This design comes from an exercise in tuning for small area, a short achievable clock period and few clock cycles per item on the open sky130 flow, not from production work. Function not checked in this run: the RTL went through the layout flow alone. Power figures rest on the tool's default switching activity, not on a simulated workload.

File: flow/run.sh
#!/bin/bash
# synth_recipe.tcl (not shown) runs the flow's synth.tcl, then flattens the netlist and writes it again
# the make line also repeats each setting of config.mk as NAME=value (left out here)
make -C /OpenROAD-flow-scripts/flow DESIGN_CONFIG=/design/flow/config.mk WORK_HOME=/design/flow/orfs CLKGATE_MAP_FILE= SYNTH_SCRIPT=/design/flow/synth_recipe.tcl finish
File: flow/design.v
package stac_pkg;
	localparam int DEFAULT_TABLE_DEPTH = 16;
	localparam int COEF_W = 16;
	localparam int EXP_W = 8;
	typedef enum logic [1:0] {
		OP_INSERT = 2'd0,
		OP_DUMP   = 2'd1,
		OP_CLEAR  = 2'd2
	} op_t;
	typedef enum logic [1:0] {
		ST_OK    = 2'd0,
		ST_FULL  = 2'd1,
		ST_SAT   = 2'd2,
		ST_EMPTY = 2'd3
	} status_t;
	function automatic logic exp_gt(input logic [EXP_W-1:0] a, input logic [EXP_W-1:0] b);
		logic [EXP_W-1:0] g, e;
		g = a & ~b;
		e = ~(a ^ b);
		for (int d = 1; d < EXP_W; d = d * 2) begin
			for (int i = EXP_W - 1; i >= 0; i--) begin
				if ((i % (2 * d)) == (2 * d - 1)) begin
					g[i] = g[i] | (e[i] & g[i-d]);
					e[i] = e[i] & e[i-d];
				end
			end
		end
		exp_gt = g[EXP_W-1];
	endfunction
	function automatic logic [COEF_W:0] coef_add(input logic [COEF_W-1:0] a, input logic [COEF_W-1:0] b);
		logic [COEF_W-1:0] g, p, x;
		logic [COEF_W:0]   c;
		g = a & b;
		p = a ^ b;
		x = p;
		for (int d = 1; d < COEF_W; d = d * 2) begin
			for (int i = COEF_W - 1; i >= d; i--) begin
				g[i] = g[i] | (p[i] & g[i-d]);
				p[i] = p[i] & p[i-d];
			end
		end
		c = {g, 1'b0};
		coef_add = {c[COEF_W] ^ c[COEF_W-1], x ^ c[COEF_W-1:0]};
	endfunction
endpackage
module stac_cell #(
	parameter int IDX_W = 4
) (
	input  logic                                clk,
	input  logic                                valid,
	input  logic        [stac_pkg::EXP_W-1:0]   in_exp,
	input  logic        [IDX_W-1:0]             next_rank,
	input  logic                                write_new,
	input  logic                                write_coef,
	input  logic                                bump,
	input  logic                                new_top,
	input  logic        [stac_pkg::EXP_W-1:0]   wr_exp,
	input  logic signed [stac_pkg::COEF_W-1:0]  wr_coef,
	input  logic        [IDX_W-1:0]             wr_rank,
	output logic        [stac_pkg::EXP_W-1:0]   term_exp,
	output logic signed [stac_pkg::COEF_W-1:0]  term_coef,
	output logic                                in_gt,
	output logic                                in_eq,
	output logic                                next_hit,
	output logic                                top_d
);
	logic        [stac_pkg::EXP_W-1:0]  exp_q;
	logic signed [stac_pkg::COEF_W-1:0] coef_q;
	logic        [IDX_W-1:0]            rank_q;
	assign in_gt = stac_pkg::exp_gt(exp_q, in_exp);
	assign in_eq = exp_q == in_exp;
	assign next_hit = valid && (rank_q == next_rank);
	assign top_d = write_new ? new_top : ((rank_q == '0) && !bump);
	always_ff @(posedge clk) begin
		if (write_new) begin
			exp_q <= wr_exp;
		end
		if (write_new || write_coef) begin
			coef_q <= wr_coef;
		end
		if (write_new) begin
			rank_q <= wr_rank;
		end else if (bump) begin
			rank_q <= rank_q + 1'b1;
		end
	end
	assign term_exp  = exp_q;
	assign term_coef = coef_q;
endmodule
module sorted_term_accumulator_unit #(
	parameter int TABLE_DEPTH = stac_pkg::DEFAULT_TABLE_DEPTH
) (
	input  logic                                clk,
	input  logic                                arst_n,
	input  logic                                in_valid,
	output logic                                in_stall,
	input  logic        [1:0]                   opcode,
	input  logic signed [stac_pkg::COEF_W-1:0]  coefficient,
	input  logic        [stac_pkg::EXP_W-1:0]   exponent,
	output logic                                out_valid,
	input  logic                                out_stall,
	output logic signed [stac_pkg::COEF_W-1:0]  term_coefficient,
	output logic        [stac_pkg::EXP_W-1:0]   term_exponent,
	output logic        [1:0]                   status,
	output logic                                last
);
	localparam int CNT_W = $clog2(TABLE_DEPTH + 1);
	localparam int IDX_W = $clog2(TABLE_DEPTH);
	localparam int CW = stac_pkg::COEF_W;
	localparam int EW = stac_pkg::EXP_W;
	logic                   item_v_q;
	logic [1:0]             item_op_q;
	logic signed [CW-1:0]   item_c_q;
	logic [EW-1:0]          item_e_q;
	logic [TABLE_DEPTH-1:0] item_gt_q;    
	logic [TABLE_DEPTH-1:0] item_sel_q;   
	logic                   item_eq_q;    
	logic [TABLE_DEPTH-1:0] valid_q;      
	logic [CNT_W-1:0]       count_q;
	logic [IDX_W-1:0]       k_q;
	logic                   out_valid_q;
	logic signed [CW-1:0]   res_coef_q;
	logic [EW-1:0]          res_exp_q;
	stac_pkg::status_t      res_status_q;
	logic                   res_last_q;
	logic out_free, exec, done, accept, dump_step;
	logic is_ins, is_dump, is_clear, nz, empty, full, last_term;
	logic ins_new, ins_merge, new_top;
	logic [TABLE_DEPTH-1:0] valid_d, fill_v, bump_v, top_v, hit_v;
	logic [TABLE_DEPTH-1:0] in_gt_v, in_eq_v, nxt_gt_v, nxt_eq_v, sel_d;
	logic                   run_gt, run_eq;
	logic [EW-1:0]          cexp  [TABLE_DEPTH];
	logic signed [CW-1:0]   ccoef [TABLE_DEPTH];
	logic [IDX_W-1:0]       new_rank, k_next;
	logic signed [CW-1:0]   rd_coef;
	logic [EW-1:0]          rd_exp;
	logic [CW:0]            sum;
	logic                   ovf;
	logic signed [CW-1:0]   merged, wr_coef;
	stac_pkg::status_t      res_status;
	assign out_free  = !out_valid_q || !out_stall;
	assign exec      = item_v_q && out_free;
	assign is_ins    = item_op_q == stac_pkg::OP_INSERT;
	assign is_dump   = item_op_q == stac_pkg::OP_DUMP;
	assign is_clear  = item_op_q == stac_pkg::OP_CLEAR;
	assign nz        = item_c_q != '0;
	assign empty     = !valid_q[0];
	assign full      = valid_q[TABLE_DEPTH-1];
	assign last_term = CNT_W'(k_q) == count_q - 1'b1;
	assign done      = exec && (!is_dump || empty || last_term);
	assign dump_step = exec && is_dump && !empty && !last_term;
	assign in_stall  = item_v_q && !done;
	assign accept    = in_valid && !in_stall;
	assign ins_merge = exec && is_ins && nz && item_eq_q;
	assign ins_new   = exec && is_ins && nz && !item_eq_q && !full;
	function automatic logic [IDX_W-1:0] count_ones(input logic [TABLE_DEPTH-1:0] v);
		logic [IDX_W-1:0] s [2*TABLE_DEPTH];
		for (int i = 0; i < TABLE_DEPTH; i++)
			s[TABLE_DEPTH+i] = IDX_W'(v[i]);
		for (int i = TABLE_DEPTH - 1; i >= 1; i--)
			s[i] = s[2*i] + s[2*i+1];
		count_ones = s[1];
	endfunction
	assign new_rank = count_ones(item_gt_q);
	assign new_top  = item_gt_q == '0;
	assign k_next   = k_q + 1'b1;
	always_comb begin
		valid_d = valid_q;
		if (exec && is_clear)
			valid_d = '0;
		else if (ins_new)
			valid_d = {valid_q[TABLE_DEPTH-2:0], 1'b1};
	end
	for (genvar g = 0; g < TABLE_DEPTH; g++) begin : g_cell
		if (g == 0) begin : g_first
			assign fill_v[g] = !valid_q[g];
		end else begin : g_rest
			assign fill_v[g] = !valid_q[g] && valid_q[g-1];
		end
		assign bump_v[g] = ins_new && valid_q[g] && !item_gt_q[g];
		stac_cell #(.IDX_W(IDX_W)) u_cell (
			.clk        (clk),
			.valid      (valid_q[g]),
			.in_exp     (exponent),
			.next_rank  (k_next),
			.write_new  (ins_new && fill_v[g]),
			.write_coef (ins_merge && item_sel_q[g]),
			.bump       (bump_v[g]),
			.new_top    (new_top),
			.wr_exp     (item_e_q),
			.wr_coef    (wr_coef),
			.wr_rank    (new_rank),
			.term_exp   (cexp[g]),
			.term_coef  (ccoef[g]),
			.in_gt      (in_gt_v[g]),
			.in_eq      (in_eq_v[g]),
			.next_hit   (hit_v[g]),
			.top_d      (top_v[g])
		);
	end
	assign run_gt   = stac_pkg::exp_gt(item_e_q, exponent);
	assign run_eq   = item_e_q == exponent;
	assign nxt_gt_v = ((in_gt_v & ~fill_v) | ({TABLE_DEPTH{run_gt}} & fill_v)) & valid_d;
	assign nxt_eq_v = ((in_eq_v & ~fill_v) | ({TABLE_DEPTH{run_eq}} & fill_v)) & valid_d;
	always_comb begin
		if (!accept)
			sel_d = hit_v;
		else if (opcode == stac_pkg::OP_DUMP)
			sel_d = top_v & valid_d;
		else
			sel_d = nxt_eq_v;
	end
	always_comb begin
		rd_coef = '0;
		rd_exp  = '0;
		for (int i = 0; i < TABLE_DEPTH; i++) begin
			rd_coef = rd_coef | (ccoef[i] & {CW{item_sel_q[i]}});
			rd_exp  = rd_exp  | (cexp[i]  & {EW{item_sel_q[i]}});
		end
	end
	assign sum     = stac_pkg::coef_add(rd_coef, item_c_q);
	assign ovf     = sum[CW];
	assign merged  = ovf ? {rd_coef[CW-1], {(CW-1){~rd_coef[CW-1]}}} : sum[CW-1:0];
	assign wr_coef = item_eq_q ? merged : item_c_q;
	always_comb begin
		res_status = stac_pkg::ST_OK;
		if (is_ins) begin
			if (!nz)
				res_status = stac_pkg::ST_OK;
			else if (item_eq_q)
				res_status = ovf ? stac_pkg::ST_SAT : stac_pkg::ST_OK;
			else if (full)
				res_status = stac_pkg::ST_FULL;
		end else if (is_dump && empty) begin
			res_status = stac_pkg::ST_EMPTY;
		end
	end
	always_ff @(posedge clk or negedge arst_n) begin
		if (!arst_n) begin
			item_v_q    <= 1'b0;
			valid_q     <= '0;
			count_q     <= '0;
			k_q         <= '0;
			out_valid_q <= 1'b0;
		end else begin
			if (accept)
				item_v_q <= 1'b1;
			else if (done)
				item_v_q <= 1'b0;
			valid_q <= valid_d;
			if (ins_new)
				count_q <= count_q + 1'b1;
			else if (exec && is_clear)
				count_q <= '0;
			if (exec)
				k_q <= done ? '0 : k_next;
			if (exec)
				out_valid_q <= 1'b1;
			else if (!out_stall)
				out_valid_q <= 1'b0;
		end
	end
	always_ff @(posedge clk) begin
		if (accept) begin
			item_op_q <= opcode;
			item_c_q  <= coefficient;
			item_e_q  <= exponent;
			item_gt_q <= nxt_gt_v;
			item_eq_q <= |nxt_eq_v;
		end
		if (accept || dump_step)
			item_sel_q <= sel_d;
		if (exec) begin
			res_coef_q   <= (is_dump && !empty) ? rd_coef : '0;
			res_exp_q    <= (is_dump && !empty) ? rd_exp : '0;
			res_status_q <= res_status;
			res_last_q   <= !is_dump || empty || last_term;
		end
	end
	assign out_valid        = out_valid_q;
	assign term_coefficient = res_coef_q;
	assign term_exponent    = res_exp_q;
	assign status           = res_status_q;
	assign last             = res_last_q;
endmodule
File: flow/config.mk
export PLATFORM = sky130hd
export DESIGN_NAME = sorted_term_accumulator_unit
export DESIGN_NICKNAME = sorted_term_accumulator_unit
export VERILOG_FILES = /design/flow/design.v
export SDC_FILE = /design/flow/constraint.sdc
export NUM_CORES = 4
export LEC_CHECK = 0
export CAP_MARGIN = 20
export CORE_MARGIN = 2
export CORE_UTILIZATION = 40
export SLEW_MARGIN = 20
File: flow/constraint.sdc
create_clock -name core_clock -period 6.0 [get_ports {clk}]
set_input_delay 1.2000 -clock core_clock [delete_from_list [all_inputs] [get_ports {clk}]]
set_output_delay 1.2000 -clock core_clock [all_outputs]
set_load 0.01 [all_outputs]
==> run notes <==
-- final cells by class --
| type | count | share of cell area [%] |
|---|---|---|
| Clock buffer | 71 | 4.80 |
| Clock inverter | 36 | 1.26 |
| Multi-Input combinational cell | 1482 | 33.6 |
| Tap cell | 940 | 3.67 |
| Sequential cell | 561 | 52.1 |
| Timing Repair Buffer | 121 | 3.31 |
| Inverter | 105 | 1.24 |
-- path summary, 6_finish.rpt --
| kind | end | from | cells after the start |
|---|---|---|---|
| worst max-delay path | g_cell[1].u_cell.coef_q[7] | item_sel_q[13] | 13 |
| worst min-delay path | out_valid_q | item_v_q | 1 |
| worst max register to register | g_cell[1].u_cell.coef_q[7] | item_sel_q[13] | 13 |
| worst min register to register | out_valid_q | item_v_q | 1 |
| max in group asynchronous | count_q[0] | arst_n | 2 |
| min in group asynchronous | valid_q[3] | arst_n | 2 |
-- cells by family (layout without fill, tap and decap cells) --
group,count (synthesis),count (layout),share of synthesized area [%]
multiplexers,22,22,0.797
AO/OA/AOI/OAI,572,572,14.2
adder cells (fa/ha/maj),205,205,9.36
flip-flops,561,561,59.1
AND/OR/NAND/NOR,565,565,9.93
XOR/XNOR,118,118,3.66
buffers and inverters,207,333,2.87
-- per-stage QoR --
step           utilization, %  power (mW)  cell area [sq um]
5_1_grt                  45.8        10.3              32100
2_1_floorplan               -        5.60              28300
6_report                 45.8        10.0              32100
4_1_cts                  45.8        10.0              32000
3_5_place_dp             43.0        6.39              30100
3_3_place_gp             43.0        6.36              30100
-- routing by layer --
metal | vias up | wire (um) | global-route usage, %
met5 | - | 22 | 0
met4 | 4 | 3400 | 8.82
met3 | 201 | 8760 | 4.63
met2 | 1028 | 39400 | 37.0
met1 | 9871 | 37900 | 34.3
li1 | 8816 | - | -
-- registers in the layout, indices dropped and copies added (netlist names) --
signal / flops
count_q: 5
g_cell.u_cell.coef_q: 256
g_cell.u_cell.exp_q: 128
g_cell.u_cell.rank_q: 64
item_c_q: 16
item_e_q: 8
item_eq_q: 1
item_gt_q: 16
item_op_q: 2
item_sel_q: 16
item_v_q: 1
k_q: 4
out_valid_q: 1
res_coef_q: 16
res_exp_q: 8
res_last_q: 1
res_status_q: 2
valid_q: 16
-- report_power, final --
part           switching [mW]  internal (mW)  leakage, nW
Sequential              0.168           4.49         5.25
Clock                    1.56           2.12        0.949
Combinational            1.14          0.512         5.83
-- layout by cell type (no fill, tap or decap), types with 49 or more instances in the layout --
cell             instances
a21o_1                  50
a21oi_1                 82
a221oi_1                54
a22o_1                  58
a22oi_1                 94
buf_4                   62
clkbuf_16               57
clkdlybuf4s50_1         58
edfxtp_1               534
ha_1                   192
inv_1                  103
nand2_1                159
nand3_1                 67
nand4_1                 49
nor2_1                  98
o21ai_0                117
xnor2_1                 61
xor2_1                  55
==> out/results.tsv <==
metric	value	unit
status	finished clean	
drt_iter0_drc	2644	
period_needed	5.29	ns
yosys.area.top_type	edfxtp_1	
synth_cell_types	77	
cts.path.max_buffers	3	
gp_congestion	0.974	
cpMaxStageDelayCell	edfxtp_1	
cts_tree	built	
portBuffers	58	
power.density	312	nW/um^2
grt_max_degree	44	
overflow	0	
synth_commonest_cells	534 x edfxtp_1, 193 x ha_1, 161 x nand2_1, 117 x o21ai_0, 104 x inv_1	
crit_path_start_kind	flip-flop	
initial_utilization	40.3	%
leakage	12.0	nW
crit_type	flip-flop to flip-flop	
syn_inst	2250	
track_usage	24.2	%
ctsHoldBuffers	0	
synth_area	28300	sq um
clk_root_buffer_cell	clkbuf_16	
hold_viol_final	0	
crit_buf_inv	1	
dieHeight	270	um
synth_edf_count	534	
synthTopCellsByArea	edfxtp_1 57%, ha_1 8.5%, a22oi_1 2.5%	
drt_wl_total	89.5	mm
wl_per_cell	27.0	um
drtPass1Iterations	6	
cts_setup_buffers	0	
nNetsFinal	2562	
ys_ff_latch	561	
pre_cts_ws	0.883	ns
async_reset_ff_share	4.81	%
fin_hold_ws	0.563	ns
worst_pin_slew	1.14	ns
first_global_vias	19400	
peakVddDrop	346	uV
fillers	6390	
path_max_fanout	18	
critPathMaxStageDelay	0.84	ns
cts.repair.resized	0	
yosysSeqAreaShare	59.1	%
die_w	270	um
clock_skew	0.0514	ns
ys.flop_type	edfxtp_1	
yosysMostFrequentCell	edfxtp_1	
cp-end-kind	flip-flop	
insertion_delay	0.65	ns
htree_levels	2	
vias	19900	
placementRows	97	
max_cap_viol_count	0	
critPathTopFamily	compound AO/OA/AOI/OAI gates	
cp.required	6.36	ns
viasPerCell	6.01	
ff_latch_area	16700	sq um
clock_sinks	561	
area_delta_synth_final	13.5	%
cts-buffers-inserted	57	
drcViolationCount	0	
multi_input_area	10800	sq um
setup_tns	0	ns
hpwl	62.4	mm
clock.fmax	189	MHz
dieArea	72800	sq um
setup_slack	0.710	ns
design.core.area	70000	sq um
num_antenna_cells	0	
antenna_found_initial	4	
finalSetupViolations	0	
maxSlewHeadroom	23.8	%
clk_pin_slew	0.06	ns
crit_chain	buf_4 -> a22o_1 -> a221oi_1 -> and3_1 -> nand4_1 -> ha_1 -> a21oi_1 -> o211ai_1 -> nand3b_1 -> or4b_1 -> a21o_1 -> a211oi_1 -> a221o_1	
r2r_slack	0.71	ns
io_pins	59	
grt_pass1_wl	131	mm
yosysTopAreaCellShare	56.8	%
avgSynthCellArea	12.6	sq um
yosys_warnings	6	
drive_above_1_share	7.70	%
crit_arrival	5.65	ns
hold_path.class	flip-flop to flip-flop	
rsz0062_at_grt	false	
finalNonFillerCells	3316	
ant_nets	0	
synth.net_count	2484	
finalCritPeriodShare	88.2	%
drv_slew	0	
dp.cells	3208	

-- separate check: timing with driven ports --
The results above use ideal ports. As a check the final layout listed here was re-extracted and re-timed, cells and wires unchanged.
Step 1: set_driving_cell puts a clkbuf_16 on clk and a buf_2 on each other input, an assumption about the parent block.
Step 2 moves the port delays by t, midway between the first and last clock arrival at a register: inputs arrive t later, outputs are due t later. That takes back most of the time a late clock gives input paths.
Slacks: ideal ports / drivers / drivers and shift; pairs: ideal ports / drivers.
t (ns): 0.691
setup slack, ns: 0.710 / 0.710 / 0.710
worst register clock-pin slew, ns: 0.06 / 0.06
worst slew at a driven data input, ns: 0.05
pins driven straight from the clock port: 1
After both steps setup and hold are still met in this run. The setup slack of this run moves by 0.000 ns with the drivers and by 0.000 ns with both steps.
